From an optimization exercise on the open Yosys and OpenROAD flow, aimed at small area, a short achievable clock period and few clock cycles per item; shortcuts taken in it are not production practice.
No functional check of the RTL was part of any run shown here.
Power figures rest on the tool's default switching activity, not on a simulated workload.

===== flow/design.v =====
package alu_ops_pkg;
    localparam int DATA_W    = 32;
    localparam int HALF_W    = 16;
    localparam int BYTE_W    = 8;
    localparam int DIV_STEPS = 17;
    typedef enum logic [4:0] {
        NOP,
        OR,
        AND,
        EOR,
        ADD,
        SUB,
        CMP,
        ADDX,
        SUBX,
        MOVE,
        ASL,
        LSL,
        ROL,
        ROXL,
        ASR,
        LSR,
        ROR,
        ROXR,
        DIV
    } alu_op_e;
    typedef enum logic [1:0] {
        BYTE = 2'd0,
        WORD = 2'd1,
        LONG = 2'd2
    } alu_size_e;
    typedef struct packed {
        alu_op_e           op;
        alu_size_e         size;
        logic              div_signed;
        logic [DATA_W-1:0] operand1;
        logic [DATA_W-1:0] operand2;
    } alu_req_t;
    function automatic logic size_msb(input logic [DATA_W-1:0] data, input logic [1:0] size);
        case (size)
            BYTE:    size_msb = data[BYTE_W-1];
            WORD:    size_msb = data[HALF_W-1];
            default: size_msb = data[DATA_W-1];
        endcase
    endfunction
    function automatic logic size_zero(input logic [DATA_W-1:0] data, input logic [1:0] size);
        case (size)
            BYTE:    size_zero = data[BYTE_W-1:0] == '0;
            WORD:    size_zero = data[HALF_W-1:0] == '0;
            default: size_zero = data == '0;
        endcase
    endfunction
endpackage
package alu_flags_pkg;
    typedef struct packed {
        logic x;
        logic n;
        logic z;
        logic v;
        logic c;
    } alu_ccr_t;
    typedef struct packed {
        logic [15:0] remainder;
        logic [15:0] quotient;
    } alu_div_word_t;
    typedef union packed {
        logic [31:0] long_word;
        alu_div_word_t     div;
    } alu_result_u;
    typedef struct packed {
        alu_result_u result;
        alu_ccr_t    ccr;
    } alu_unit_out_t;
    typedef struct packed {
        logic        done;
        logic        trap;
        logic        overflow;
        logic        zero_div;
        alu_result_u result;
    } alu_div_status_t;
endpackage
`timescale 1ns/1ps
module alu_divider
(
    input  logic        clock,
    input  logic        reset_n,
    input  logic        div_req,
    input  logic        div_signed,
    input  logic [31:0] dividend,
    input  logic [15:0] divisor,
    output logic        div_ready,
    output logic        zero_div,     
    output logic        collect,      
    output logic        overflow,     
    output logic [31:0] div_word,     
    output logic        quo_n,        
    output logic        quo_z         
);
    function automatic logic [15:0] cneg16(input logic [15:0] x, input logic en);
        logic seen;
        seen = 1'b0;
        for (int i = 0; i < 16; i++) begin
            cneg16[i] = x[i] ^ (en & seen);
            seen      = seen | x[i];
        end
    endfunction
    logic        pending;
    logic        busy;
    logic [2:0]  cnt;
    logic [15:0] rem_q;
    logic [15:0] quo_q;
    logic [15:0] dvs_q;     
    logic        dcin_q;    
    logic        signed_q;
    logic        quo_neg_q;
    logic        rem_neg_q;
    logic        ovf_q;
    logic        start;
    logic        a_neg;
    logic        d_neg;
    logic [31:0] a_abs;
    logic [15:0] dvs_in;
    logic        dcin_in;
    logic [17:0] ovf_sum;
    assign div_ready = !busy;
    assign zero_div  = div_req && !pending && (divisor == 16'd0);
    assign start     = div_req && !pending && (divisor != 16'd0);
    assign collect   = div_req && pending;
    assign a_neg   = div_signed && dividend[31];
    assign d_neg   = div_signed && divisor[15];
    assign a_abs   = a_neg ? -dividend : dividend;
    assign dvs_in  = d_neg ? divisor : ~divisor;
    assign dcin_in = !d_neg;
    assign ovf_sum = {2'b00, a_abs[31:16]} + {2'b01, dvs_in} + {17'd0, dcin_in};
    logic [16:0] t1, t2;
    logic [17:0] s1, s2;
    logic [15:0] r1, r2;
    logic        q1, q2;
    assign t1 = {rem_q, quo_q[15]};
    assign s1 = {1'b0, t1} + {2'b01, dvs_q} + {17'd0, dcin_q};
    assign q1 = s1[17];
    assign r1 = q1 ? s1[15:0] : t1[15:0];
    assign t2 = {r1, quo_q[14]};
    assign s2 = {1'b0, t2} + {2'b01, dvs_q} + {17'd0, dcin_q};
    assign q2 = s2[17];
    assign r2 = q2 ? s2[15:0] : t2[15:0];
    always_ff @(posedge clock or negedge reset_n) begin
        if (!reset_n) begin
            pending <= 1'b0;
            busy    <= 1'b0;
        end else begin
            if (start) begin
                pending <= 1'b1;
                busy    <= !ovf_sum[17];
            end else begin
                if (collect) pending <= 1'b0;
                if (cnt == 3'd7) busy <= 1'b0;
            end
        end
    end
    always_ff @(posedge clock) begin
        if (start) begin
            cnt       <= 3'd0;
            rem_q     <= a_abs[31:16];
            quo_q     <= a_abs[15:0];
            dvs_q     <= dvs_in;
            dcin_q    <= dcin_in;
            signed_q  <= div_signed;
            quo_neg_q <= a_neg ^ d_neg;
            rem_neg_q <= a_neg;
            ovf_q     <= ovf_sum[17];
        end else if (busy) begin
            cnt   <= cnt + 3'd1;
            rem_q <= r2;
            quo_q <= {quo_q[13:0], q1, q2};
        end
    end
    logic quo_nz;
    assign quo_nz   = quo_q != 16'd0;
    assign overflow = ovf_q | (signed_q & (quo_neg_q ? (quo_q[15] & (quo_q[14:0] != 15'd0))
                                                     : quo_q[15]));
    assign quo_n    = quo_neg_q ? quo_nz : quo_q[15];
    assign quo_z    = !quo_nz;
    assign div_word = {cneg16(rem_q, rem_neg_q), cneg16(quo_q, quo_neg_q)};
endmodule
`timescale 1ns/1ps
module alu_top
(
    input  logic        clock,
    input  logic        reset_n,
    input  logic [4:0]  op,
    input  logic [1:0]  size,
    input  logic        div_signed,
    input  logic [31:0] operand1,
    input  logic [31:0] operand2,
    output logic [31:0] result,
    output logic [4:0]  ccr,
    output logic        div_trap,
    output logic        div_ready
);
    logic [31:0] a, b;
    logic        x_q, n_q, z_q, v_q, c_q;
    assign a   = operand1;
    assign b   = operand2;
    assign ccr = {x_q, n_q, z_q, v_q, c_q};
    logic op_or, op_and, op_eor, op_add, op_sub, op_cmp, op_addx, op_subx, op_move;
    logic op_asl, op_lsl, op_rol, op_roxl, op_asr, op_lsr, op_ror, op_roxr, op_div;
    assign op_or   = op == 5'd1;
    assign op_and  = op == 5'd2;
    assign op_eor  = op == 5'd3;
    assign op_add  = op == 5'd4;
    assign op_sub  = op == 5'd5;
    assign op_cmp  = op == 5'd6;
    assign op_addx = op == 5'd7;
    assign op_subx = op == 5'd8;
    assign op_move = op == 5'd9;
    assign op_asl  = op == 5'd10;
    assign op_lsl  = op == 5'd11;
    assign op_rol  = op == 5'd12;
    assign op_roxl = op == 5'd13;
    assign op_asr  = op == 5'd14;
    assign op_lsr  = op == 5'd15;
    assign op_ror  = op == 5'd16;
    assign op_roxr = op == 5'd17;
    assign op_div  = op == 5'd18;
    logic is_logic, is_arith, is_left, is_right, subtract, extended;
    assign is_logic = op_or | op_and | op_eor | op_move;
    assign is_arith = op_add | op_sub | op_cmp | op_addx | op_subx;
    assign is_left  = op_asl | op_lsl | op_rol | op_roxl;
    assign is_right = op_asr | op_lsr | op_ror | op_roxr;
    assign subtract = op_sub | op_cmp | op_subx;
    assign extended = op_addx | op_subx;
    function automatic logic msb_of(input logic [31:0] d, input logic [1:0] s);
        case (s)
            2'd0:    msb_of = d[7];
            2'd1:    msb_of = d[15];
            default: msb_of = d[31];
        endcase
    endfunction
    function automatic logic zero_of(input logic [31:0] d, input logic [1:0] s);
        case (s)
            2'd0:    zero_of = d[7:0] == 8'd0;
            2'd1:    zero_of = d[15:0] == 16'd0;
            default: zero_of = d == 32'd0;
        endcase
    endfunction
    logic        xin;
    logic [31:0] sum;
    assign xin = extended & x_q;
    assign sum = a + (b ^ {32{subtract}}) + {31'd0, subtract ^ xin};
    logic [31:0] lres;
    always_comb begin
        case (1'b1)
            op_or:   lres = a | b;
            op_and:  lres = a & b;
            op_eor:  lres = a ^ b;
            default: lres = a;
        endcase
    end
    logic        dm;
    logic        lbit, rbit;
    logic [31:0] shres;
    assign dm   = msb_of(a, size);
    assign lbit = (op_rol & dm) | (op_roxl & x_q);
    assign rbit = (op_asr & dm) | (op_ror & a[0]) | (op_roxr & x_q);
    always_comb begin
        if (is_left) begin
            shres = {a[30:0], lbit};
        end else begin
            shres = {1'b0, a[31:1]};
            case (size)
                2'd0:    shres[7]  = rbit;
                2'd1:    shres[15] = rbit;
                default: shres[31] = rbit;
            endcase
        end
    end
    logic [31:0] res;
    always_comb begin
        if (is_arith)                 res = sum;
        else if (is_left | is_right)  res = shres;
        else                          res = lres;
    end
    logic rm, rz, sm, bm, carry;
    assign rm    = msb_of(res, size);
    assign rz    = zero_of(res, size);
    assign sm    = msb_of(b, size);
    assign bm    = sm ^ subtract;
    assign carry = (dm & bm) | (~rm & (dm | bm));
    logic        dv_zero_div, dv_collect, dv_overflow, dv_n, dv_z;
    logic [31:0] dv_word;
    alu_divider u_div (
        .clock      (clock),
        .reset_n    (reset_n),
        .div_req    (op_div),
        .div_signed (div_signed),
        .dividend   (a),
        .divisor    (b[15:0]),
        .div_ready  (div_ready),
        .zero_div   (dv_zero_div),
        .collect    (dv_collect),
        .overflow   (dv_overflow),
        .div_word   (dv_word),
        .quo_n      (dv_n),
        .quo_z      (dv_z)
    );
    always_ff @(posedge clock or negedge reset_n) begin
        if (!reset_n) begin
            result   <= 32'd0;
            x_q      <= 1'b0;
            n_q      <= 1'b0;
            z_q      <= 1'b0;
            v_q      <= 1'b0;
            c_q      <= 1'b0;
            div_trap <= 1'b0;
        end else begin
            if (is_logic) begin
                result <= res;
                n_q    <= rm;
                z_q    <= rz;
                v_q    <= 1'b0;
                c_q    <= 1'b0;
            end
            if (is_arith) begin
                if (!op_cmp) result <= res;
                n_q <= rm;
                z_q <= extended ? (z_q & rz) : rz;
                v_q <= (dm == bm) & (rm != dm);
                c_q <= carry ^ subtract;
                if (!op_cmp) x_q <= carry ^ subtract;
            end
            if (is_left) begin
                result <= res;
                n_q    <= rm;
                z_q    <= rz;
                v_q    <= op_asl & (rm ^ dm);
                c_q    <= dm;
                if (!op_rol) x_q <= dm;
            end
            if (is_right) begin
                result <= res;
                n_q    <= rm;
                z_q    <= rz;
                v_q    <= 1'b0;
                c_q    <= a[0];
                if (!op_ror) x_q <= a[0];
            end
            if (dv_zero_div) begin
                div_trap <= 1'b1;
                n_q      <= 1'b0;
                z_q      <= 1'b0;
                v_q      <= 1'b0;
                c_q      <= 1'b0;
            end
            if (dv_collect) begin
                div_trap <= dv_overflow;
                n_q      <= dv_overflow | dv_n;
                z_q      <= !dv_overflow & dv_z;
                v_q      <= dv_overflow;
                c_q      <= 1'b0;
                if (!dv_overflow) result <= dv_word;
            end
        end
    end
endmodule

===== flow/flow/run.sh =====
#!/bin/bash
# Standard layout, with the port buffers made from sky130_fd_sc_hd__buf_1
# cells instead of the delay cells buffer_ports picks by default
set -e
export BUFFER_PORTS_ARGS="-buffer_cell sky130_fd_sc_hd__buf_1"
bash standard.sh > standard.log 2>&1

===== flow/standard.sh =====
#!/bin/bash
# synth_recipe.tcl (not shown) runs the flow's synth.tcl, then flattens the netlist and writes it again
# the make line also repeats each setting of config.mk as NAME=value (left out here)
make -C /OpenROAD-flow-scripts/flow DESIGN_CONFIG=/design/flow/config.mk WORK_HOME=/design/flow/orfs CLKGATE_MAP_FILE= SYNTH_SCRIPT=/design/flow/synth_recipe.tcl "${@:-finish}"

===== flow/config.mk =====
export PLATFORM = sky130hd
export DESIGN_NAME = alu_top
export DESIGN_NICKNAME = alu_top
export VERILOG_FILES = /design/flow/design.v
export SDC_FILE = /design/flow/constraint.sdc
export NUM_CORES = 4
export LEC_CHECK = 0
export ABC_AREA = 1
export CAP_MARGIN = 20
export CORE_MARGIN = 2
export CORE_UTILIZATION = 60
export SETUP_SLACK_MARGIN = 1.5
export SLEW_MARGIN = 20

===== flow/constraint.sdc =====
create_clock -name core_clock -period 6.0 [get_ports {clock}]
set_input_delay 1.2000 -clock core_clock [delete_from_list [all_inputs] [get_ports {clock}]]
set_output_delay 1.2000 -clock core_clock [all_outputs]
set_load 0.01 [all_outputs]

==> metrics.md, run 1 <==
| Metric | Value |
|---|---|
| IO Pins | between 100 and 150 |
| Total design power | just over 5 mW |
| Met2 WL | roughly 23000 um |
| Syn nets | 2372 |
| Core ar. | between 0.02 and 0.025 sq mm |
| # setup viols final | 0 |
| RSZ-0062 raised after global routing | false |
| Met3 routed WL | roughly 6500 um |
| Worst-Skew Late Latency | 350 ps |
| Commonest non-fill, non-tap cell in the layout | nand2_1 |
| FF-to-FF Start | u_div.dvs_q[12]$_DFFE_PP_ |
| Global-route wire length before repair | roughly 77000 um |
| Post-CTS Hold Buffers | 0 |
| Top cell by count, worst path | nand2_1 |
| Fin crit period | around 4700 ps |
| Final hold violation count | 0 |
| Worst setup EP type | flop |
| Critical path depth | 21 |
| Reg area | approximately 0.0027 sq mm |
| Clock skew | 8.901 ps |
| Top layer in use | met4 |
| Final WL | between 50000 and 60000 um |
| Largest net degree at the start of global routing | 56 |
| Hpwl dp | 39830 um |
| Yosys cell types | between 50 and 60 |
| Die width | 154.3 um |
| Antenna violations before repair | 0 |
| Grt total ovfl | 0 |
| Synth warnings | 2 |
| Input/output buffers | around 110 |
| Fin nets | between 2000 and 2500 |
| Vias post-DR | about 16000 |
| First-pass DRT Iterations | 6 |
| Synth Instances | 2148 |
| Placed Area | 0.01422 sq mm |
| Highest clock rate | around 0.21 GHz |
| Setup TNS Final | 0 ps |
| First DRT Iteration DRCs | about 2000 |
| Tcrit/Tclk final | about 78% |
| Multi-input gate area | roughly 0.0098 sq mm |
| Post-place setup slack | between 700 and 800 ps |
| Leakage power | just under 8 nW |
| Post-Route M1 WL | slightly above 20000 um |
| Vias in the first global route | approximately 14000 |
| Flops & latches, synth | 96 |
| Crit path max fanout | 6 |
| DR DRC count | 0 |
| Routed Antenna Nets | 0 |
| Async S/R FF share, synth | a little over two fifths |
| Relative slew slack | a little over two fifths |
| Die area | between 0.02 and 0.025 sq mm |
| Top post-synthesis cells by area | nand2_1 17%, ha_1 13%, edfxtp_1 12% |
| Worst Tran Pin Value | a little under 900 ps |
| Power Dens Cells | about 340 mW/mm^2 |
| GPL Wtd Cong | ~1 |
| CP arrival | 4880 ps |
| Maximum resistive drop on vdd | 0.2260 mV |
| Top_reg_cell synth | edfxtp_1 |
| PnR worst setup slack | approximately 1300 ps |
| Fin util | a little under 70% |
| Layout cell share with drive strength beyond 1 | slightly above 8% |
| Clock input transition at the sequential cells of the worst setup and hold paths | roughly 80 ps |
| Syn Area/Cell | about 6.3 sq um |
| WP buf/inv | 2 |
| CTS Buf Count | 9 |
| Finished Layout Cells | approximately 2600 |
| Synthesized area | approximately 0.014 sq mm |
| Drt wl/cell | about 21 um |
| Post-synth EDFFs | 53 |
| R2R cell count | 21 |
| Top-area cell type share of the netlist area | 17.27% |
| Worst path slowest cell | ha_1 |
| Most frequent cells in the layout | 612 x nand2_1, 290 x inv_1, 167 x nor2_1 |
| Startpoint types | flop |
| Filler instances | 1999 |
| Critical path data required time | roughly 6200 ps |
| # Max-Cap Violations | 0 |
| Maximum clock insertion buffer count | 2 |
| Largest delay share family, worst path | simple AND/OR/NAND/NOR gates |
| Critical path cell sequence | ha_1 > nand2_2 > nor3b_4 > nand4_1 > nand3_4 > clkinvlp_4 > o21ai_0 > ha_1 > nand2_1 > nand2_1 > a21oi_4 > o21ai_2 > nand2_1 > o2111ai_2 > nand2_1 > nor3b_4 > nand2_4 > nor2_4 > clkbuf_16 > nand2_1 > nand3_1 |
| Hold Path Class | reg -> reg |
| Worst path max stage delay | approximately 520 ps |
| Global-route usage over all layers | about two fifths |
| Worst setup path category | reg -> reg |
| Worst hold slack | 473.8 ps |
| Worst setup path end | u_div.rem_q[15]$_DFFE_PP_ |
| Starting Density | 60.45% |
| Final instance area | around 0.015 sq mm |
| Area growth, synth to finish | 12.82% |
| Slack of the worst reg-to-reg path | about 1300 ps |
| Worst r2r dst | u_div.rem_q[15]$_DFFE_PP_ |
| Area leader, netlist | nand2_1 |
| Slew Limit Fails | 0 |
| Register area share after synthesis | between 10% and 20% |
| Hold Path Stages | 2 |
| Placed Cells | approximately 2500 |
| Clock root buffer | clkbuf_16 |
| Worst setup startpoint | u_div.dvs_q[12]$_DFFE_PP_ |
| H-tree depth | 3 |
| CTS tree | done |
| CTS sink cnt | 96 |
| Chip Height | about 150 um |
| Status | timing/DRC/antenna clean |
| Row cnt | 55 |
| Vias/cell | roughly 6.2 |
final cells by class:
class	instances	area share, %
clock buffers	10	1.636
repair inverters	1	0.04907
repair buffers	175	6.396
multi-input cells	1682	64.30
diodes	1	0.01636
inverters	303	7.492
well taps	285	2.331
flip-flops and latches	96	17.34
clock inverters	6	0.4416
synthesized netlist by cell type (21+ instances only):
cell type  instances
clkbuf_1          34
buf_2             22
dfrtp_1           40
nor2_1           174
nand2_1          624
nand4_1           21
o21ai_0          175
ha_1             144
nand3_1          124
inv_1            294
edfxtp_1          53
o22ai_1           28
xor2_1           117
a21oi_1          119
power breakdown:
part	total, mW	internal [mW]	switching (mW)
Sequential	1.12	0.962	0.159
Clock	0.613	0.321	0.292
Combinational	3.39	1.31	2.08
per-layer routing:
metal,track usage [%],vias to the layer above
li1,-,7242
met1,55.82,7265
met2,67.67,1092
met3,6.556,205
met4,14.11,0
met5,0,-
kinds of logic (layout without fill, tap and decap cells):
kind of cell | Yosys count | count (layout) | synth area share (%)
flops | 96 | 96 | 19.56
compound gates | 400 | 400 | 16.37
buf+inv | 370 | 495 | 10.69
other cells | 0 | 1 | 0
fa+ha+maj | 150 | 150 | 14.17
simple gates | 1005 | 1005 | 31.00
xor+xnor | 127 | 127 | 8.203
flip-flops by register name (all words and copies together), names as in the netlist, 3 cells and up:
signal	flops
u_div.cnt	3
u_div.rem_q	16
u_div.quo_q	16
u_div.dvs_q	16
result	32
repair_timing:
action                     4_1_cts  5_1_grt
gates cloned                     0        3
resized for setup               13       92
pin swaps                        2       27
setup endpoints to repair       31       41
setup buffers                   12       24
tightest hold or removal path, delay by kind of cell (launching register included):
family	cells	cell delay, ps
simple gates	1	60
flops	1	320
compound gates	1	50
worst min path at each step:
| stage | startpoint | endpoint | slack [ps] |
|---|---|---|---|
| after floorplan | u_div.cnt[0]$_SDFFE_PP0P_ | u_div.cnt[0]$_SDFFE_PP0P_ | 440 |
| after global placement | u_div.cnt[2]$_SDFFE_PP0P_ | u_div.cnt[2]$_SDFFE_PP0P_ | 450 |
| after detailed placement | u_div.cnt[0]$_SDFFE_PP0P_ | u_div.cnt[0]$_SDFFE_PP0P_ | 460 |
| after CTS | u_div.cnt[0]$_SDFFE_PP0P_ | u_div.cnt[0]$_SDFFE_PP0P_ | 480 |
| after global routing | u_div.cnt[0]$_SDFFE_PP0P_ | u_div.cnt[0]$_SDFFE_PP0P_ | 500 |
| final | u_div.cnt[1]$_SDFFE_PP0P_ | u_div.cnt[1]$_SDFFE_PP0P_ | 470 |
==> run 2, diff against run 1 <==
--- a/flow/design.v
+++ b/flow/design.v
@@ -97,4 +97,12 @@
     output logic        quo_z         
 );
+    function automatic logic [31:0] cneg32(input logic [31:0] x, input logic en);
+        logic seen;
+        seen = 1'b0;
+        for (int i = 0; i < 32; i++) begin
+            cneg32[i] = x[i] ^ (en & seen);
+            seen      = seen | x[i];
+        end
+    endfunction
     function automatic logic [15:0] cneg16(input logic [15:0] x, input logic en);
         logic seen;
@@ -152,5 +160,5 @@
             if (start) begin
                 pending <= 1'b1;
-                busy    <= !ovf_sum[17];
+                busy    <= 1'b1;
             end else begin
                 if (collect) pending <= 1'b0;
==> flow/run.sh (new file) <==
#!/bin/bash
# synth_recipe.tcl (not shown) runs the flow's synth.tcl, then flattens the netlist and writes it again
# the make line also repeats each setting of config.mk as NAME=value (left out here)
make -C /OpenROAD-flow-scripts/flow DESIGN_CONFIG=/design/flow/config.mk WORK_HOME=/design/flow/orfs CLKGATE_MAP_FILE= SYNTH_SCRIPT=/design/flow/synth_recipe.tcl finish
removed: flow/flow/run.sh
removed: flow/standard.sh
==> run 2 against run 1 <==
Effect of this change: largest power group unchanged; count of clock-buffer cells in the layout shrank 1; sequential cell count is the same; register-to-register slack gained 320 ps; non-clock buffer count shrank 10; combinational power grew 6.5%; sequential share of layout area shrank 0.44 points; clock skew grew 3.4 ps; largest cell class unchanged; critical path depth shrank 2; critical endpoint is now u_div.ovf_q$_DFFE_PP_; first-iteration DRC count shrank 12%; design area grew 2.6%; clock power is essentially flat.
==> metrics.md, run 2 <==
| Metric | Value |
|---|---|
| Placed Area | 0.01482 sq mm (+4.2%) |
| Post-synth EDFFs | 53 (unchanged) |
| Antenna violations before repair | 0 (unchanged) |
| Die area | 0.02360 sq mm (-0.94%) |
| GPL Wtd Cong | 1.063 (+5.5%) |
| Area leader, netlist | nand2_1 |
| N_diodes | 0 (-1) |
| Flops & latches, synth | 96 (unchanged) |
| Layout cell share with drive strength beyond 1 | 7.467% (-0.80 points) |
| Final instance area | 0.01570 sq mm (+2.6%) |
| Top-area cell type share of the netlist area | 17.58% (+0.31 points) |
| Clock root buffer | clkbuf_16 |
| Grt total ovfl | 0 (unchanged) |
| Filler instances | 1873 (-6.3%) |
| Switch share | 49.08% (-0.35 points) |
| DR DRC count | 0 (unchanged) |
| Die width | 153.6 um (-0.47%) |
| Commonest non-fill, non-tap cell in the layout | nand2_1 |
| # setup viols final | 0 (unchanged) |
| Count leader, synth | nand2_1 |
| Fin crit period | 4451 ps (-214.3 ps) |
| Post-Route M1 WL | 19470 um (-5.3%) |
| Worst-Skew Late Latency | 370 ps (+20 ps) |
| Reg power frac | 21.9% (about the same) |
| Top cells by count, synth | 629 x nand2_1, 297 x inv_1, 174 x nor2_1 |
| Setup TNS Final | 0 ps (unchanged) |
| Fin nets | 2469 (-0.92%) |
| Most frequent cells in the layout | 620 x nand2_1, 293 x inv_1, 163 x nor2_1 |
| Clock input transition at the sequential cells of the worst setup and hold paths | 80 ps (about the same) |
| Area growth, synth to finish | 16.88% |
| Async S/R FF share, synth | 41.67% (unchanged) |
| Slew Limit Fails | 0 (unchanged) |
| First-pass DRT Iterations | 6 (unchanged) |
| Chip Height | 153.6 um (-0.47%) |
| Drt wl/cell | 19.56 um (-4.9%) |
| Finished Layout Cells | 2530 (-1.1%) |
| Vias/cell | 6.099 (-1.2%) |
| Synthesized area | 0.01343 sq mm (-0.96%) |
| Top post-synthesis cells by area | nand2_1 18%, ha_1 13%, edfxtp_1 12% |
| Crit path max fanout | 6 (unchanged) |
| Vias in the first global route | 14130 (+1.1%) |
| Routed Antenna Nets | 0 (unchanged) |
| H-tree depth | 3 (unchanged) |
| Top layer in use | met4 |
| Maximum resistive drop on vdd | 0.2542 mV (+12%) |
| Syn Area/Cell | 6.291 sq um (-0.36%) |
| Register area share after synthesis | 19.75% (+0.19 points) |
| # Max-Cap Violations | 0 (unchanged) |
| CTS Buf Count | 9 (unchanged) |
| Maximum clock insertion buffer count | 2 (unchanged) |
| Clock skew | 12.31 ps (+3.410 ps) |
| Worst setup path category | in -> reg |
| CP arrival | 4560 ps (-320 ps) |
| Hold Path Class | reg -> reg |
| Clock group share of total power | 11.3% (-0.7 points) |
| Comb power frac | 66.8% (+0.6 points) |
| Hpwl dp | 38410 um (-3.6%) |
| Synth Instances | 2135 (-0.61%) |
| RSZ-0062 raised after global routing | true |
| Relative slew slack | 40.76% (-0.95 points) |
| CTS sink cnt | 96 (unchanged) |
| Row cnt | 54 (-1.8%) |
| Starting Density | 61.35% (+0.90 points) |
| Final WL | 49480 um (-6.0%) |
| Met2 WL | 21480 um (-7.4%) |
| Core ar. | 0.02189 sq mm (-2.4%) |
| Internal | 2.751 mW (+6.1%) |
| Critical path data required time | 6110 ps (-110 ps) |
| Input/output buffers | 112 (unchanged) |
| Top reg by flops | result |
| Largest net degree at the start of global routing | 56 (unchanged) |
| Worst setup EP type | flop |
| Global-route usage over all layers | 40.13% (-1.2 points) |
| Status | timing/DRC/antenna clean |
| Startpoint types | input port |
| Highest clock rate | 0.2246 GHz (+4.8%) |
| Leakage power | 8.095 nW (+3.8%) |
| Synth warnings | 2 (unchanged) |
| Top_reg_cell synth | edfxtp_1 |
| Max reg flops | 32 (unchanged) |
| Power Dens Cells | 344.2 mW/mm^2 (+2.7%) |
| Met3 routed WL | 6220 um (-4.0%) |
| Syn nets | 2359 (-0.55%) |
| IO Pins | 113 (unchanged) |
| Sw Pwr | 2.652 mW (+4.7%) |
| Yosys cell types | 52 (unchanged) |
| Global-route wire length before repair | 75560 um (-1.6%) |
| First DRT Iteration DRCs | 1747 (-12%) |
| Vias post-DR | 15430 (-2.4%) |
| Final hold violation count | 0 (unchanged) |
| Placed Cells | 2485 (-0.72%) |
| Post-CTS Hold Buffers | 0 (unchanged) |
| CTS tree | done |
| Tcrit/Tclk final | 74.19% (-3.6 points) |
| Worst Tran Pin Value | 887.4 ps (+13.98 ps) |
run 2: cell count changes in the layout (fill, tap and decap cells not counted), moves of 5 or more:
cell	delta
buf_1	-106
clkdlybuf4s50_1	+100
o21ai_0	-24
o21ai_1	+10
nand2_1	+8
buf_4	-7
a21oi_1	-6
nand4_1	-6
o211ai_1	+6
dlymetal6s2s_1	+5
nand2_2	-5
run 2: stage by stage:
stage	setup slack, ps	hold slack, ps	power (mW)	util, %
final	1549	472.8	5.403	71.71
after global routing	1448	524.3	5.799	71.71
after CTS	1449	476.6	5.086	70.03
after detailed placement	595.9	467.2	4.404	67.70
after global placement	705.3	453.5	4.321	67.70
after floorplan	1601	444.7	3.426	-
run 2: area by class of cell:
class,count,area [sq um],area share [%]
clock inverters,7,81.33,0.5181
flip-flops and latches,96,2653,16.90
well taps,280,350.3,2.232
multi-input cells,1663,9662,61.55
inverters,310,1175,7.484
clock buffers,9,225.2,1.435
repair buffers,165,1551,9.884
run 2: worst max-delay path: stages:
cell and delay [ps]:
clkdlybuf4s50_1 400, buf_4 180, clkinvlp_4 120, ha_2 190, nand2_1 80, nor2_2 110
nand4_1 170, nor3_4 340, nand2_2 140, nor2_1 110, a31oi_1 110, xor2_1 190
ha_1 360, nand2_1 130, nor2_1 80, a211oi_2 160, a21oi_1 100, a2111oi_2 250
o31ai_1 120
run 2: layer usage:
layer | global-route usage (%) | up-vias
li1 | - | 7157
met1 | 55.64 | 6991
met2 | 62.41 | 1088
met3 | 6.116 | 195
met4 | 17.04 | 0
met5 | 0 | -
run 2: final timing paths:
check / startpoint / to / slack, ps / cells after the start
max in group asynchronous: reset_n / result[15]$_DFF_PN0_ / 4750 / 1
max reg2reg: u_div.rem_q[12]$_DFFE_PP_ / u_div.rem_q[13]$_DFFE_PP_ / 1650 / 24
min reg2reg: u_div.cnt[2]$_SDFFE_PP0P_ / u_div.cnt[2]$_SDFFE_PP0P_ / 470 / 2
max: operand1[0] / u_div.ovf_q$_DFFE_PP_ / 1550 / 19
min: u_div.cnt[2]$_SDFFE_PP0P_ / u_div.cnt[2]$_SDFFE_PP0P_ / 470 / 2
min in group asynchronous: reset_n / result[20]$_DFF_PN0_ / 830 / 1
run 2: timing repair:
item                       CTS  global route
pin swaps                    7            16
buffers inserted            13            15
cloned                       0             1
gates resized for setup     37            71
setup endpoints to repair   39            36
run 2: logic make-up (layout without fill, tap and decap cells):
| kind of cell | Yosys count | after routing | share of synthesized area (%) |
|---|---|---|---|
| and+or+nand+nor | 993 | 993 | 30.41 |
| AOI/OAI and AO/OA | 392 | 392 | 16.40 |
| buffers and inverters | 376 | 491 | 10.79 |
| adders and majority gates | 150 | 150 | 14.31 |
| xor gates and xnor gates | 128 | 128 | 8.347 |
| DFF | 96 | 96 | 19.75 |
run 2: power by group through the flow:
| stage | Sequential [mW] | Combinational [mW] | Clock (mW) |
|---|---|---|---|
| floorplan | 1.17 | 2.26 | 0 |
| global placement | 1.18 | 3.14 | 0 |
| detailed placement | 1.19 | 3.22 | 0 |
| CTS | 1.17 | 3.31 | 0.603 |
| global route | 1.20 | 3.97 | 0.626 |
| finish | 1.18 | 3.61 | 0.611 |
==> run 3, diff against run 2 <==
--- a/flow/design.v
+++ b/flow/design.v
@@ -137,5 +137,5 @@
     assign a_neg   = div_signed && dividend[31];
     assign d_neg   = div_signed && divisor[15];
-    assign a_abs   = a_neg ? -dividend : dividend;
+    assign a_abs   = cneg32(dividend, a_neg);
     assign dvs_in  = d_neg ? divisor : ~divisor;
     assign dcin_in = !d_neg;
--- a/flow/config.mk
+++ b/flow/config.mk
@@ -9,5 +9,5 @@
 export CAP_MARGIN = 20
 export CORE_MARGIN = 2
-export CORE_UTILIZATION = 60
+export CORE_UTILIZATION = 40
 export SETUP_SLACK_MARGIN = 1.5
 export SLEW_MARGIN = 20
==> run 3 against run 2 <==
Effect of this change: clock skew down 3.0 ps; worst setup slack worse by 810 ps; routed wire length down 5.4%.
==> metrics.md, run 3 <==
| Metric | Value |
|---|---|
| Status | timing/DRC/antenna clean |
| Top post-synthesis cells by area | ha_1 15%, edfxtp_1 13%, nand2_1 12% |
| Crit path max fanout | 6 (unchanged) |
| CTS tree | done |
| # Max-Cap Violations | 0 (unchanged) |
| Worst path slowest cell | edfxtp_1 |
| Top_reg_cell synth | edfxtp_1 |
| Critical path data required time | 6090 ps (-20 ps) |
| Core ar. | 0.03035 sq mm (+39%) |
| DR DRC count | 0 (unchanged) |
| Top-area cell type share of the netlist area | 14.60% (-3.0 points) |
| Worst path max stage delay | 490 ps (+90 ps) |
| Drt wl/cell | 19.53 um (-0.15%) |
| First-pass DRT Iterations | 5 (-1) |
| Worst setup path category | reg -> reg |
| Routed Antenna Nets | 0 (unchanged) |
| Die width | 179.0 um (+17%) |
| Yosys cell types | 58 (+12%) |
| Maximum resistive drop on vdd | 0.2816 mV (+11%) |
| # setup viols final | 0 (unchanged) |
| Final WL | 46830 um (-5.4%) |
| Row cnt | 64 (+19%) |
| Worst setup path end | u_div.rem_q[0]$_DFFE_PP_ |
| Clock input transition at the sequential cells of the worst setup and hold paths | 70 ps (about the same) |
| Tcrit/Tclk final | 87.65% (+13 points) |
| Slew Limit Fails | 0 (unchanged) |
| Fin util | 52.87% (-19 points) |
| Vias post-DR | 13470 (-13%) |
| CTS sink cnt | 96 (unchanged) |
| Largest net degree at the start of global routing | 62 (+11%) |
| R2R cell count | 37 (+54%) |
| Filler instances | 2991 (+60%) |
| Leakage power | 7.417 nW (-8.4%) |
| IO Pins | 113 (unchanged) |
| Worst Tran Pin Value | 976.4 ps (+89.02 ps) |
| Vias in the first global route | 12530 (-11%) |
| Global-route usage over all layers | 28.86% (-11 points) |
| Worst-Skew Late Latency | 360 ps (about the same) |
| Antenna violations before repair | 0 (unchanged) |
| Synth warnings | 2 (unchanged) |
| PnR worst setup slack | 741.0 ps (-807.6 ps) |
| Area growth, synth to finish | 30.94% |
| Maximum clock insertion buffer count | 2 (unchanged) |
| Count leader, synth | nand2_1 |
| Hpwl dp | 35440 um (-7.7%) |
| CTS Buf Count | 9 (unchanged) |
| Highest clock rate | 0.1902 GHz (-15%) |
| Chip Height | 179.0 um (+17%) |
| Top cells by count, synth | 379 x nand2_1, 186 x inv_1, 184 x o21ai_0 |
| FF-to-FF Start | u_div.dvs_q[5]$_DFFE_PP_ |
| N_diodes | 0 (unchanged) |
| Async S/R FF share, synth | 41.67% (unchanged) |
| Comb power frac | 70.7% (+3.9 points) |
| Die area | 0.03205 sq mm (+36%) |
| Worst hold start | u_div.cnt[1]$_SDFFE_PP0P_ |
| Global-route wire length before repair | 70550 um (-6.6%) |
| Startpoint types | flop |
| Worst r2r dst | u_div.rem_q[0]$_DFFE_PP_ |
| Clock skew | 9.276 ps (-3.036 ps) |
| Flops & latches, synth | 96 (unchanged) |
| Clock group share of total power | 9.7% (-1.6 points) |
| Hold Path Class | reg -> reg |
| Final instance area | 0.01604 sq mm (+2.2%) |
| First DRT Iteration DRCs | 1161 (-34%) |
| Slack of the worst reg-to-reg path | 740 ps (-910 ps) |
| Register area share after synthesis | 21.65% (+1.9 points) |
| Switch share | 45.25% (-3.8 points) |
| CP arrival | 5350 ps (+790 ps) |
| Post-place setup slack | 127.5 ps (-468.4 ps) |
| Total design power | 6.071 mW (+12%) |
| Post-synth EDFFs | 53 (unchanged) |
| Final hold violation count | 0 (unchanged) |
| RSZ-0062 raised after global routing | true |
| Input/output buffers | 112 (unchanged) |
| H-tree depth | 3 (unchanged) |
| Layout cell share with drive strength beyond 1 | 20.08% (+13 points) |
| Synth Instances | 1776 (-17%) |
| Worst setup startpoint | u_div.dvs_q[5]$_DFFE_PP_ |
| Worst setup EP type | flop |
| Placed Area | 0.01411 sq mm (-4.8%) |
| Most frequent cells in the layout | 341 x nand2_1, 172 x inv_1, 160 x o21ai_0 |
| Starting Density | 40.37% (-21 points) |
| Fin crit period | 5259 ps (+807.6 ps) |
| Top cell by count, worst path | nand2_2 |
| Reg power frac | 19.6% (-2.3 points) |
| Internal | 3.324 mW (+21%) |
| Synthesized area | 0.01225 sq mm (-8.8%) |
| Vias/cell | 5.616 (-7.9%) |
| Setup TNS Final | 0 ps (unchanged) |
| Max reg flops | 32 (unchanged) |
| Syn Area/Cell | 6.899 sq um (+9.7%) |
| GPL Wtd Cong | 0.9923 (-6.6%) |
| Commonest non-fill, non-tap cell in the layout | nand2_1 |
| Area leader, netlist | ha_1 |
| Sw Pwr | 2.747 mW (+3.6%) |
| Syn nets | 1999 (-15%) |
| Fin nets | 2220 (-10%) |
| Relative slew slack | 34.84% (-5.9 points) |
| Grt total ovfl | 0 (unchanged) |
| Top reg by flops | result |
| Clock root buffer | clkbuf_16 |
| Power Dens Cells | 378.4 mW/mm^2 (+9.9%) |
-- run 3: cell types whose count changed in the layout (fill, tap and decap cells not counted), moves of 13 or more --
cell	previous run	this run
nand2_2	9	35
inv_1	293	172
o21ai_0	140	160
nand2_1	620	341
nand3_1	120	45
buf_4	49	151
nand3_2	11	24
a21oi_2	6	20
nor2_1	163	125
o221ai_1	1	22
buf_6	2	15
-- run 3: worst max-delay path: cells and delay by family (launching register included) --
kind / cells / cell delay, ps
fa+ha+maj: 2 / 560
compound gates: 14 / 1840
flops: 1 / 490
simple gates: 16 / 1550
buf+inv: 5 / 530
-- run 3: how the worst min path moves through the flow --
| stage | end | slack [ps] | depth (start not counted) |
|---|---|---|---|
| 2_1_floorplan | u_div.cnt[1]$_SDFFE_PP0P_ | 440 | 2 |
| 3_3_place_gp | u_div.cnt[2]$_SDFFE_PP0P_ | 450 | 2 |
| 3_5_place_dp | u_div.cnt[1]$_SDFFE_PP0P_ | 460 | 2 |
| 4_1_cts | u_div.cnt[1]$_SDFFE_PP0P_ | 470 | 2 |
| 5_1_grt | u_div.cnt[1]$_SDFFE_PP0P_ | 520 | 2 |
| 6_report | u_div.cnt[1]$_SDFFE_PP0P_ | 470 | 2 |
-- run 3: metrics by stage --
stage | instances | hold slack [ps]
floorplan | 1776 | 444.7
global placement | 2265 | 454.1
detailed placement | 2265 | 460.2
CTS | 2363 | 470.9
global route | 2398 | 520.2
finish | 2398 | 472.4
-- run 3: final cells by class --
cell class              count  area, sq um  share of cell area, %
flip-flops and latches     96         2653                  16.53
multi-input cells        1412         9398                  58.57
repair buffers            276         2435                  15.18
inverters                 202        767.0                  4.780
clock inverters             6        67.56                 0.4211
clock buffers              10        229.0                  1.427
well taps                 396        495.5                  3.088
-- run 3: power groups by stage --
stage / clock [mW] / combinational [mW] / sequential [mW]
global placement: 0 / 3.07 / 1.20
finish: 0.590 / 4.29 / 1.19
floorplan: 0 / 2.22 / 1.18
detailed placement: 0 / 3.11 / 1.20
global route: 0.624 / 4.65 / 1.22
CTS: 0.600 / 3.76 / 1.19
-- run 3: metal layers --
metal / share of wire, % / wire length [um] / global-route usage (%) / vias to the layer above
met4: 2.4 / 1137 / 7.622 / 0
met2: 45 / 20930 / 45.27 / 526
met3: 7.5 / 3517 / 4.326 / 75
met1: 45 / 21240 / 41.17 / 6404
li1: - / - / - / 6462
met5: 0 / 0 / 0 / -
-- run 3: logic make-up after synthesis --
kind of cell | count (synthesis) | synth area share (%)
xor+xnor | 138 | 9.864
fa+ha+maj | 149 | 15.58
compound gates | 451 | 21.07
simple gates | 674 | 23.32
flops | 96 | 21.65
buf+inv | 268 | 8.516
-- run 3: timing repair --
item	4_1_cts	5_1_grt
hold buffers	0	0
cloned	1	0
setup endpoints to repair	48	34
pin swaps	76	98
buffers inserted	81	35
gates resized for setup	152	108
==> run 4, diff against run 3 <==
--- a/flow/design.v
+++ b/flow/design.v
@@ -130,5 +130,5 @@
     logic [15:0] dvs_in;
     logic        dcin_in;
-    logic [17:0] ovf_sum;
+    logic [18:0] ovf_sum;
     assign div_ready = !busy;
     assign zero_div  = div_req && !pending && (divisor == 16'd0);
@@ -140,15 +140,18 @@
     assign dvs_in  = d_neg ? divisor : ~divisor;
     assign dcin_in = !d_neg;
-    assign ovf_sum = {2'b00, a_abs[31:16]} + {2'b01, dvs_in} + {17'd0, dcin_in};
+    assign ovf_sum = ({2'b00, a_abs[31:16], 1'b1} + {2'b01, dvs_in, dcin_in}) >> 1;
     logic [16:0] t1, t2;
     logic [17:0] s1, s2;
+    logic [18:0] s1w, s2w;
     logic [15:0] r1, r2;
     logic        q1, q2;
     assign t1 = {rem_q, quo_q[15]};
-    assign s1 = {1'b0, t1} + {2'b01, dvs_q} + {17'd0, dcin_q};
+    assign s1w = {1'b0, t1, 1'b1} + {2'b01, dvs_q, dcin_q};
+    assign s1  = s1w[18:1];
     assign q1 = s1[17];
     assign r1 = q1 ? s1[15:0] : t1[15:0];
     assign t2 = {r1, quo_q[14]};
-    assign s2 = {1'b0, t2} + {2'b01, dvs_q} + {17'd0, dcin_q};
+    assign s2w = {1'b0, t2, 1'b1} + {2'b01, dvs_q, dcin_q};
+    assign s2  = s2w[18:1];
     assign q2 = s2[17];
     assign r2 = q2 ? s2[15:0] : t2[15:0];
@@ -255,6 +258,8 @@
     logic        xin;
     logic [31:0] sum;
+    logic [32:0] sumw;
     assign xin = extended & x_q;
-    assign sum = a + (b ^ {32{subtract}}) + {31'd0, subtract ^ xin};
+    assign sumw = {a, 1'b1} + {b ^ {32{subtract}}, subtract ^ xin};
+    assign sum  = sumw[32:1];
     logic [31:0] lres;
     always_comb begin
--- a/flow/config.mk
+++ b/flow/config.mk
@@ -6,8 +6,6 @@
 export NUM_CORES = 4
 export LEC_CHECK = 0
-export ABC_AREA = 1
 export CAP_MARGIN = 20
 export CORE_MARGIN = 2
 export CORE_UTILIZATION = 40
-export SETUP_SLACK_MARGIN = 1.5
 export SLEW_MARGIN = 20
==> run 4 against run 3 <==
Effect of this change: hold slack gained 38 ps; clock power grew 1%; via count shrank 1.8%; sequential share of layout area grew 0.15 points; combinational power shrank 24%; clock skew grew 1.3 ps; area after synthesis grew 5.1%; count of clock-buffer cells in the layout grew 2; worst setup slack lost 520 ps; non-clock buffer count grew 23; die area grew 5.0%; sequential cell count is the same.
==> metrics.md, run 4 <==
| Metric | Value |
|---|---|
| Yosys cell types | 79 (+36%) |
| Final instance area | 0.01590 sq mm (-0.89%) |
| Worst path max stage delay | 560 ps (+70 ps) |
| Leakage power | 6.838 nW (-7.8%) |
| Highest clock rate | 0.1732 GHz (-8.9%) |
| Clock input transition at the sequential cells of the worst setup and hold paths | 60 ps (about the same) |
| Commonest non-fill, non-tap cell in the layout | buf_4 |
| Fin crit period | 5774 ps (+515.4 ps) |
| IO Pins | 113 (unchanged) |
| Adder-cell share of the synthesized area | 14.66% (-0.93 points) |
| Largest net degree at the start of global routing | 63 (+1.6%) |
| Critical path data required time | 6260 ps (+170 ps) |
| Count leader, synth | ha_1 |
| Setup TNS Final | 0 ps (unchanged) |
| Startpoint types | input port |
| Core ar. | 0.03164 sq mm (+4.2%) |
| Max reg flops | 32 (unchanged) |
| Top post-synthesis cells by area | ha_1 14%, edfxtp_1 12%, xnor2_1 8.3% |
| Hold Path Class | reg -> reg |
| Worst setup EP type | flop |
| Vias post-DR | 13220 (-1.8%) |
| CP arrival | 6030 ps (+680 ps) |
| Flops & latches, synth | 96 (unchanged) |
| Worst hold slack | 510.2 ps (+37.82 ps) |
| GPL Wtd Cong | 0.9359 (-5.7%) |
| Top_reg_cell synth | edfxtp_1 |
| Total design power | 5.011 mW (-17%) |
| Starting Density | 40.69% (+0.32 points) |
| Global-route wire length before repair | 71450 um (+1.3%) |
| Vias/cell | 5.852 (+4.2%) |
| Top reg by flops | result |
| Top-area cell type share of the netlist area | 14.19% (-0.41 points) |
| Layout cell share with drive strength beyond 1 | 13.35% (-6.7 points) |
| Worst-Skew Late Latency | 350 ps (about the same) |
| First-pass DRT Iterations | 5 (unchanged) |
| Row cnt | 65 (+1.6%) |
| Multiplexer share of the synthesized area | 6.230% (+6.2 points) |
| Routed Antenna Nets | 0 (unchanged) |
| Largest delay share family, worst path | simple AND/OR/NAND/NOR gates |
| DR DRC count | 0 (unchanged) |
| Synth Area in Simple Gates | 17.40% (-5.9 points) |
| Final WL | 46080 um (-1.6%) |
| Syn nets | 1859 (-7.0%) |
| Antenna violations before repair | 2 (+2) |
| Post-CTS Hold Buffers | 0 (unchanged) |
| Vias in the first global route | 12540 (+0.040%) |
| Power Dens Cells | 315.1 mW/mm^2 (-17%) |
| Synth warnings | 2 (unchanged) |
| CTS sink cnt | 96 (unchanged) |
| Final hold violation count | 0 (unchanged) |
| Relative slew slack | 35.72% (+0.88 points) |
| Multi-input gate area | 0.009537 sq mm (+1.5%) |
| Clock root buffer | clkbuf_16 |
| Slew Limit Fails | 0 (unchanged) |
| Critical path cell sequence | clkdlybuf4s50_1 > nor2b_1 > o21ai_0 > nor2b_1 > nor2_4 > buf_4 > xnor2_1 > ha_1 > o21a_1 > o2111ai_1 > a21oi_1 > o21a_1 > a21boi_0 > nor2_1 > or4_1 > a31oi_1 > buf_4 > a21oi_1 > or4_1 > a31oi_1 |
| N_diodes | 0 (unchanged) |
| Global-route usage over all layers | 27.31% (-1.5 points) |
| RSZ-0062 raised after global routing | true |
| Crit path max fanout | 7 (+1) |
| Worst path slowest cell | clkdlybuf4s50_1 |
| Synth Area in Compound Gates | 25.09% (+4.0 points) |
| Status | timing/DRC/antenna clean |
| Synthesized area | 0.01287 sq mm (+5.1%) |
| XOR/XNOR share of the synthesized area | 10.21% (+0.34 points) |
| Chip Height | 183.4 um (+2.4%) |
| Drt wl/cell | 20.40 um (+4.5%) |
| Largest family of logic cells by synthesized area | compound AO/OA/AOI/OAI gates |
| H-tree depth | 3 (unchanged) |
| # Max-Cap Violations | 0 (unchanged) |
| WP buf/inv | 3 (-2) |
| Input/output buffers | 112 (unchanged) |
| Placed Area | 0.01554 sq mm (+10%) |
| Most frequent cells in the layout | 183 x buf_4, 146 x ha_1, 141 x o21ai_0 |
| Register area share after synthesis | 20.60% (-1.0 points) |
| Die width | 183.4 um (+2.4%) |
| Area growth, synth to finish | 23.52% |
| # setup viols final | 0 (unchanged) |
| Synth Instances | 1636 (-7.9%) |
| Die area | 0.03364 sq mm (+5.0%) |
| Top cells by count, synth | 146 x ha_1, 145 x o21ai_0, 139 x nand2_1, 139 x nor2_1, 130 x a21oi_1 |
| Worst setup path category | in -> reg |
| Clock skew | 10.53 ps (+1.257 ps) |
| Fin nets | 2075 (-6.5%) |
| Tcrit/Tclk final | 96.24% (+8.6 points) |
| Fin util | 50.26% (-2.6 points) |
| Area leader, netlist | ha_1 |
| CTS tree | done |
| Async S/R FF share, synth | 41.67% (unchanged) |
| Maximum resistive drop on vdd | 0.2071 mV (-26%) |
| First DRT Iteration DRCs | 1115 (-4.0%) |
| Grt total ovfl | 0 (unchanged) |
| Syn Area/Cell | 7.869 sq um (+14%) |
| Worst Tran Pin Value | 952.1 ps (-24.23 ps) |
| Hpwl dp | 37030 um (+4.5%) |
| Filler instances | 3039 (+1.6%) |
| Reg area | 0.002653 sq mm (unchanged) |
| Maximum clock insertion buffer count | 2 (unchanged) |
| Post-synth EDFFs | 53 (unchanged) |
| CTS Buf Count | 9 (unchanged) |
run 4: changes by cell type in the layout (fill, tap and decap cells not counted), moves of 23 or more:
cell      before  now
a211oi_1       0   32
a21oi_1      104  128
buf_4        151  183
inv_1        172   87
mux2i_1        0   70
nand2_1      341  138
nand2_2       35    1
nand3_2       24    1
o22ai_1       29    2
xnor2_1       15  122
xor2_1       119   28
run 4: per-stage QoR:
step | setup WS, ps | instances
after floorplan | 157.3 | 1636
after global placement | -26.92 | 2239
after detailed placement | -120.9 | 2239
after CTS | 150.6 | 2255
after global routing | -2.881 | 2259
final | 225.6 | 2259
run 4: worst reg2reg max path, delay by kind of cell (launching register included):
| kind | cells | cell delay [ps] |
|---|---|---|
| adders and majority gates | 2 | 780 |
| AOI/OAI and AO/OA | 12 | 2490 |
| buffers and inverters | 1 | 210 |
| and+or+nand+nor | 5 | 780 |
| DFF | 1 | 460 |
| muxes | 2 | 630 |
run 4: cells by family after synthesis:
logic type               count (synthesis)
AND/OR/NAND/NOR                        466
flip-flops                              96
XOR/XNOR                               150
multiplexers                            79
buffers and inverters                  183
adder cells (fa/ha/maj)                149
AO/OA/AOI/OAI                          513
run 4: worst paths after layout:
path | startpoint | slack (ps) | endpoint | cells past startpoint
min in group asynchronous | reset_n | 860 | c_q$_DFFE_PN0P_ | 1
hold / removal | div_trap$_DFFE_PN0P_ | 510 | div_trap$_DFFE_PN0P_ | 2
setup / recovery | op[1] | 230 | x_q$_DFF_PN0_ | 20
max in group asynchronous | reset_n | 4710 | result[17]$_DFF_PN0_ | 1
hold reg to reg | div_trap$_DFFE_PN0P_ | 510 | div_trap$_DFFE_PN0P_ | 2
setup reg to reg | u_div.dcin_q$_DFFE_PP_ | 370 | u_div.rem_q[15]$_DFFE_PP_ | 22
run 4: what timing repair did:
action | CTS | global route
buffers inserted | 0 | 4
gates resized for setup | 0 | 11
endpoints found under the setup margin | 0 | 20
run 4: layout make-up:
type                    instances  area share, %
multi-input cells            1357          59.97
flip-flops and latches         96          16.68
repair buffers                299          16.19
well taps                     402          3.163
inverters                      89          2.101
clock buffers                  12          1.550
clock inverters                 4         0.3383
run 4: power breakdown:
| part | total (mW) | internal (mW) | switching (mW) |
|---|---|---|---|
| logic | 3.26 | 1.52 | 1.73 |
| clock network | 0.597 | 0.337 | 0.260 |
| registers | 1.16 | 0.985 | 0.174 |
run 4: routing by layer:
metal / part of all wire, % / up-vias / routed length, um / track usage (%)
li1: - / 6389 / - / -
met5: 0 / - / 0 / 0
met3: 7.3 / 77 / 3351 / 3.813
met4: 3.0 / 0 / 1362 / 8.416
met2: 42 / 528 / 19360 / 40.92
met1: 48 / 6226 / 22000 / 40.30
==> run 5, diff against run 4 <==
--- a/flow/config.mk
+++ b/flow/config.mk
@@ -6,6 +6,8 @@
 export NUM_CORES = 4
 export LEC_CHECK = 0
+export ABC_AREA = 1
 export CAP_MARGIN = 20
 export CORE_MARGIN = 2
 export CORE_UTILIZATION = 40
+export SETUP_SLACK_MARGIN = 2.0
 export SLEW_MARGIN = 20
==> run 5 against run 4 <==
Effect of this change: die area shrank 2.4%; clock power grew 18%; synthesized cell count grew 10%; worst setup slack gained 990 ps; first-iteration DRC count grew 31%; critical path type is now reg -> reg; sequential power is essentially flat; critical endpoint is now u_div.rem_q[2]$_DFFE_PP_; register-to-register slack gained 840 ps; hold slack lost 38 ps; count of clock-buffer cells in the layout shrank 2.
==> metrics.md, run 5 <==
| Metric | Value |
|---|---|
| Status | timing/DRC/antenna clean |
| Maximum resistive drop on vdd | 0.2898 mV (+40%) |
| Worst Tran Pin Value | 1060 ps (+107.7 ps) |
| Die width | 181.2 um (-1.2%) |
| Layout cell share with drive strength beyond 1 | 27.28% (+14 points) |
| Fin nets | 2282 (+10%) |
| Top post-synthesis cells by area | ha_1 15%, edfxtp_1 13%, nand2_1 11% |
| Hpwl dp | 39060 um (+5.5%) |
| Die area | 0.03284 sq mm (-2.4%) |
| Yosys cell types | 58 (-27%) |
| Starting Density | 40.85% (+0.16 points) |
| CTS Buf Count | 9 (unchanged) |
| RSZ-0062 raised after global routing | true |
| Worst path max stage delay | 450 ps (-110 ps) |
| Synth warnings | 2 (unchanged) |
| Top cell by count, worst path | nand2_1 |
| Commonest non-fill, non-tap cell in the layout | nand2_1 |
| N_diodes | 0 (unchanged) |
| Clock skew | 10.57 ps (+0.03850 ps) |
| R2R cell count | 32 (+45%) |
| Most frequent cells in the layout | 302 x nand2_1, 171 x buf_4, 162 x inv_1 |
| Tcrit/Tclk final | 79.76% (-16 points) |
| Clock input transition at the sequential cells of the worst setup and hold paths | 70 ps (about the same) |
| Row cnt | 64 (-1.5%) |
| Vias/cell | 5.847 (about the same) |
| Placed Cells | 2288 (+2.2%) |
| Area leader, netlist | ha_1 |
| Top-area cell type share of the netlist area | 14.54% (+0.35 points) |
| Synthesized area | 0.01256 sq mm (-2.4%) |
| Async S/R FF share, synth | 41.67% (unchanged) |
| Vias post-DR | 14380 (+8.8%) |
| CP arrival | 4890 ps (-1140 ps) |
| Vias in the first global route | 13020 (+3.9%) |
| Worst path slowest cell | edfxtp_1 |
| Worst hold start | u_div.cnt[1]$_SDFFE_PP0P_ |
| Worst setup EP type | flop |
| Antenna violations before repair | 0 (-2) |
| Global-route usage over all layers | 30.27% (+3.0 points) |
| Grt total ovfl | 0 (unchanged) |
| Startpoint types | flop |
| Power Dens Cells | 364.8 mW/mm^2 (+16%) |
| H-tree depth | 3 (unchanged) |
| Global-route wire length before repair | 76650 um (+7.3%) |
| DR DRC count | 0 (unchanged) |
| Top cells by count, synth | 371 x nand2_1, 174 x inv_1, 147 x nor2_1 |
| Post-CTS Hold Buffers | 0 (unchanged) |
| CTS tree | done |
| Largest delay share family, worst path | simple AND/OR/NAND/NOR gates |
| Finished Layout Cells | 2460 (+8.9%) |
| Hold Path Sink | u_div.cnt[1]$_SDFFE_PP0P_ |
| First-pass DRT Iterations | 6 (+1) |
| Final WL | 53480 um (+16%) |
| Count leader, synth | nand2_1 |
| FF-to-FF Start | u_div.rem_q[3]$_DFFE_PP_ |
| Critical path data required time | 6100 ps (-160 ps) |
| Core ar. | 0.03075 sq mm (-2.8%) |
| Max reg flops | 32 (unchanged) |
| Hold Path Stages | 2 (unchanged) |
| Reg area | 0.002653 sq mm (unchanged) |
| Drt wl/cell | 21.74 um (+6.6%) |
| IO Pins | 113 (unchanged) |
| Chip Height | 181.2 um (-1.2%) |
| Slew Limit Fails | 0 (unchanged) |
| Synth Instances | 1803 (+10%) |
| Top reg by flops | result |
| Hold Path Class | reg -> reg |
| Register area share after synthesis | 21.12% (+0.51 points) |
| Syn nets | 2026 (+9.0%) |
| Input/output buffers | 112 (unchanged) |
| WP buf/inv | 2 (-1) |
| Multi-input gate area | 0.01054 sq mm (+10%) |
| Largest net degree at the start of global routing | 53 (-16%) |
| Slack of the worst reg-to-reg path | 1210 ps (+840 ps) |
| Worst setup path category | reg -> reg |
| Routed Antenna Nets | 0 (unchanged) |
| GPL Wtd Cong | 0.9641 (+3.0%) |
| # Max-Cap Violations | 0 (unchanged) |
| Placed Area | 0.01430 sq mm (-8.0%) |
| Clock root buffer | clkbuf_16 |
| # setup viols final | 0 (unchanged) |
| Relative slew slack | 29.17% (-6.5 points) |
| Crit path max fanout | 7 (unchanged) |
| Highest clock rate | 0.2090 GHz (+21%) |
| Final hold violation count | 0 (unchanged) |
| Flops & latches, synth | 96 (unchanged) |
| Worst r2r dst | u_div.rem_q[2]$_DFFE_PP_ |
| Final instance area | 0.01758 sq mm (+11%) |
| Worst-Skew Late Latency | 360 ps (about the same) |
| Maximum clock insertion buffer count | 2 (unchanged) |
| Post-synth EDFFs | 53 (unchanged) |
| Setup TNS Final | 0 ps (unchanged) |
| Filler instances | 2868 (-5.6%) |
| Fin crit period | 4786 ps (-988.6 ps) |
| Syn Area/Cell | 6.967 sq um (-11%) |
| Area growth, synth to finish | 39.98% |
| Leakage power | 7.747 nW (+13%) |
| Top_reg_cell synth | edfxtp_1 |
| First DRT Iteration DRCs | 1459 (+31%) |
| CTS sink cnt | 96 (unchanged) |
-- run 5: changes by cell type in the layout (fill, tap and decap cells not counted), moves of 25 or more --
cell / previous run / this run
a21o_1: 30 / 5
nand3_1: 25 / 77
a21oi_1: 128 / 86
o21ai_0: 141 / 113
nand2_1: 138 / 302
ha_1: 146 / 118
o21ai_1: 8 / 33
mux2i_1: 70 / 0
xor2_1: 28 / 108
a211oi_1: 32 / 2
nand2_2: 1 / 52
inv_1: 87 / 162
o22ai_1: 2 / 41
xnor2_1: 122 / 18
-- run 5: timing repair --
item                       in CTS  in global routing
resized for setup             218                262
gates cloned                    3                  3
setup endpoints to repair      55                 60
pin swaps                      81                135
buffers inserted               85                 65
-- run 5: area by class of cell --
class	instances	share of cell area, %
clock buffer	10	1.423
clock inverter	6	0.6404
inverter	194	4.447
multi-input combinational	1449	59.92
sequential	96	15.09
tap	396	2.818
timing repair buffer	306	15.56
timing repair inverter	3	0.09962
-- run 5: how the worst max path moves through the flow --
stage	startpoint	end	slack, ps	cells past startpoint
floorplan	u_div.rem_q[3]$_DFFE_PP_	u_div.quo_q[0]$_DFFE_PP_	1580	34
global placement	operand1[0]	u_div.ovf_q$_DFFE_PP_	290	24
detailed placement	op[4]	z_q$_DFFE_PN0P_	280	25
CTS	u_div.rem_q[3]$_DFFE_PP_	u_div.rem_q[13]$_DFFE_PP_	1270	33
global route	u_div.dvs_q[6]$_DFFE_PP_	u_div.rem_q[2]$_DFFE_PP_	980	31
finish	u_div.rem_q[3]$_DFFE_PP_	u_div.rem_q[2]$_DFFE_PP_	1210	32
-- run 5: layer usage --
metal / GRT usage, % / part of all wire, % / vias up
met3: 4.273 / 8.8 / 133
li1: - / - / 6655
met4: 11.06 / 4.1 / 0
met2: 47.08 / 44 / 752
met5: 0 / 0 / -
met1: 42.59 / 43 / 6844
-- run 5: per-stage QoR --
stage | hold WS (ps) | setup slack [ps] | total power, mW | util, %
detailed placement | 463.7 | 281.8 | 4.254 | 46.50
finish | 472.4 | 1214 | 6.414 | 57.18
floorplan | 444.7 | 1578 | 3.382 | -
global route | 490.2 | 977.3 | 6.817 | 57.18
global placement | 453.8 | 292.1 | 4.190 | 46.50
CTS | 474.8 | 1270 | 5.572 | 51.88
-- run 5: kinds of logic (layout without fill, tap and decap cells) --
| kind of cell | Yosys count | after routing | synth area share, % |
|---|---|---|---|
| buffers and inverters | 259 | 519 | 8.158 |
| AO/OA/AOI/OAI | 439 | 439 | 20.10 |
| adder cells (fa/ha/maj) | 149 | 149 | 15.02 |
| XOR/XNOR | 140 | 140 | 9.822 |
| AND/OR/NAND/NOR | 720 | 721 | 25.78 |
| flip-flops | 96 | 96 | 21.12 |
-- run 5: tightest hold or removal path: stages, from the launching register on --
cell     delay [ps]
dfxtp_1         320
nand2_1          60
a21oi_1          50
-- run 5: where the power goes --
part | switching, mW | internal [mW] | total, mW
sequential | 0.178 | 1.01 | 1.19
clock | 0.272 | 0.435 | 0.707
combinational | 2.53 | 1.99 | 4.52
total | 2.98 | 3.44 | 6.41

==> port drivers added, routing unchanged <==
How much do the figures lean on ideal ports? The routed layouts below were timed once more, with nothing changed but the port constraints.
Step 1 (the two cells are an assumption about what drives the block):
set clk [get_ports {clock}]
set_driving_cell -lib_cell sky130_fd_sc_hd__clkbuf_16 $clk
set_driving_cell -lib_cell sky130_fd_sc_hd__buf_2 [delete_from_list [all_inputs] $clk]
Step 2, shift: input delay + t, output delay - t, t = (earliest + latest rising clock arrival at the registers) / 2. This alone moves slack from input paths to output paths.
a / b / c = no drivers / after step 1 / after step 2; a / b = the first two.
run	t, ns	setup slack, ns	hold slack, ns	worst data-port slew with drivers (ns)	cell pins on the clock port's net
run 1	0.390	1.334 / 1.334 / 1.240	0.474 / 0.474 / 0.474	0.08	1
run 2	0.409	1.549 / 1.566 / 1.157	0.473 / 0.473 / 0.473	0.06	1
run 3	0.401	0.741 / 0.741 / 0.741	0.472 / 0.472 / 0.472	0.04	1
run 4	0.386	0.226 / 0.244 / -0.141	0.510 / 0.510 / 0.510	0.05	1
run 5	0.399	1.214 / 1.214 / 1.013	0.472 / 0.472 / 0.472	0.08	1
With both steps, setup timing fails in run 4, where it was met with ideal ports. For run 2, which loses most, drivers alone change the setup slack by +0.017 ns; drivers and shift together by -0.392 ns.
